What follows belongs to an exercise in optimizing a design on an open flow for small area; a production flow would make more cautious choices.
In this exercise RTL edits were held to simulation tests only and were not proved equivalent to the original.
No activity file was given, so power comes from the tool's default toggle rates.

==> flow/design.v (excerpt) <==
module regfile_top (
  input  logic        clk,
  input  logic        rst_n,
  input  logic [9:0]  rd_idx,
  output logic [63:0] rd_data,
  output logic [1:0]  rd_busy,
  input  logic [1:0]  wr_en,
  input  logic [9:0]  wr_idx,
  input  logic [63:0] wr_data,
  input  logic        alloc_en,
  input  logic [4:0]  alloc_idx,
  input  logic        flush,
  output logic [5:0]  busy_cnt
);
Size: ~4600 cells after synthesis, roughly 170 I/O pins, about 48000 sq um of cells after synthesis.
clock: 8.0 ns
lec_check: 0
cap_margin: 20
cell_pad_in_sites_detail_placement: 1
cell_pad_in_sites_global_placement: 2
core_margin: 2
core_utilization: 32
place_density: 0.4
slew_margin: 20
standard.sh (not shown) runs the stock make flow with config.mk's settings and CLKGATE_MAP_FILE= SYNTH_SCRIPT=/design/flow/synth_recipe.tcl, a recipe that flattens the netlist after the stock synthesis.
==> flow/flow/run.sh <==
#!/bin/bash
# Standard synthesis, then the combinational logic between its registers is
# replaced by a hand-mapped netlist (gen.py) with the same registers, then the
# standard layout flow from that netlist.
set -euo pipefail
R=orfs/results/${FLOW_PLATFORM}/regfile_top/base
bash standard.sh synth > synth.log 2>&1
cp $R/1_2_yosys.v std_1_2_yosys.v
python3 flow/gen.py std_1_2_yosys.v gen_1_2_yosys.v > gen.log 2>&1
sleep 1
cp gen_1_2_yosys.v $R/1_2_yosys.v
touch $R/1_2_yosys.v
rm -f $R/1_synth.odb $R/1_synth.sdc
bash standard.sh finish \
  "BUFFER_PORTS_ARGS=-buffer_cell sky130_fd_sc_hd__buf_1" \
  "CTS_ARGS=-sink_clustering_enable -repair_clock_nets -buf_list {sky130_fd_sc_hd__clkbuf_4 sky130_fd_sc_hd__clkbuf_8} -root_buf sky130_fd_sc_hd__clkbuf_16 -sink_clustering_size 20 -sink_clustering_max_diameter 60 -dont_use_dummy_load" \
  > layout.log 2>&1
Other scripts of this flow, unchanged in this note and not shown: flow/flow/gen.py
Change:
--- a/flow/flow/run.sh
+++ b/flow/flow/run.sh
@@ -15,3 +15,3 @@
   "BUFFER_PORTS_ARGS=-buffer_cell sky130_fd_sc_hd__buf_1" \
-  "CTS_ARGS=-sink_clustering_enable -repair_clock_nets -buf_list {sky130_fd_sc_hd__clkbuf_4 sky130_fd_sc_hd__clkbuf_8} -root_buf sky130_fd_sc_hd__clkbuf_16 -sink_clustering_size 20 -sink_clustering_max_diameter 60 -dont_use_dummy_load" \
+  "CTS_ARGS=-sink_clustering_enable -repair_clock_nets -buf_list {sky130_fd_sc_hd__clkbuf_4 sky130_fd_sc_hd__clkbuf_8} -root_buf sky130_fd_sc_hd__clkbuf_16 -sink_clustering_size 14 -sink_clustering_max_diameter 90 -dont_use_dummy_load" \
   > layout.log 2>&1
- GPL_TIMING_DRIVEN: not set -> 0
Result: Via count falls by about 1.6%; worst setup slack degrades by 0.64 ns; wire length barely changes; cell count shrinks by 2.0%; cell area falls by 2.3%; global-route usage stays flat; hold slack is better by 0.0068 ns; power goes down by about 4.3%; die area does not change; sequential power came out lower by about 1%.
Change:
--- a/flow/flow/run.sh
+++ b/flow/flow/run.sh
@@ -15,3 +15,3 @@
   "BUFFER_PORTS_ARGS=-buffer_cell sky130_fd_sc_hd__buf_1" \
-  "CTS_ARGS=-sink_clustering_enable -repair_clock_nets -buf_list {sky130_fd_sc_hd__clkbuf_4 sky130_fd_sc_hd__clkbuf_8} -root_buf sky130_fd_sc_hd__clkbuf_16 -sink_clustering_size 14 -sink_clustering_max_diameter 90 -dont_use_dummy_load" \
+  "CTS_ARGS=-sink_clustering_enable -repair_clock_nets -buf_list {sky130_fd_sc_hd__clkbuf_4 sky130_fd_sc_hd__clkbuf_8} -root_buf sky130_fd_sc_hd__clkbuf_16 -sink_clustering_size 20 -sink_clustering_max_diameter 60 -dont_use_dummy_load" \
   > layout.log 2>&1
Design area rose by 1.1%.
Hold slack got worse by 0.0088 ns.
Area after synthesis is unchanged.
First-iteration DRC count goes down by 1.4%.
Change:
- CORE_UTILIZATION: 32 -> 38
- PLACE_DENSITY: 0.4 -> 0.48
Outcome:
- combinational power went up by about 2%
- worst setup slack degrades by 0.0064 ns
- routed wire length shrinks by 7.2%
- total power falls by 1.2%

re-timing with driven ports:
The results above use ideal ports. As a check the final layouts listed here were re-extracted and re-timed, cells and wires unchanged. Step 1 (the two cells are an assumption about what drives the block):
set clk [get_ports {clk}]
set_driving_cell -lib_cell sky130_fd_sc_hd__clkbuf_16 $clk
set_driving_cell -lib_cell sky130_fd_sc_hd__buf_2 [delete_from_list [all_inputs] $clk]
Step 2 adds t to the input delays and takes it off the output delays; t is the mean of the earliest and latest rising clock arrival at the registers after step 1. Input paths then give back, and output paths get back, about the clock's delay inside the block. Slacks: ideal / step 1 / step 2; pairs: ideal / step 1.
run	shift t [ns]	setup slack, ns	clock arrival spread, ns	worst data-port slew with drivers (ns)
the first run	0.814	0.778 / 0.755 / 0.755	0.090 / 0.090	0.16
the second run	0.778	0.138 / 0.203 / -0.574	0.065 / 0.065	0.18
the third run	0.806	0.187 / 0.251 / -0.555	0.070 / 0.069	0.18
the fourth run	0.788	0.181 / 0.219 / -0.548	0.066 / 0.066	0.05
With both steps, setup timing fails in the second run, the third run and the fourth run, where it was met with ideal ports. For the third run, which loses most, drivers alone change the setup slack by +0.064 ns; drivers and shift together by -0.742 ns.
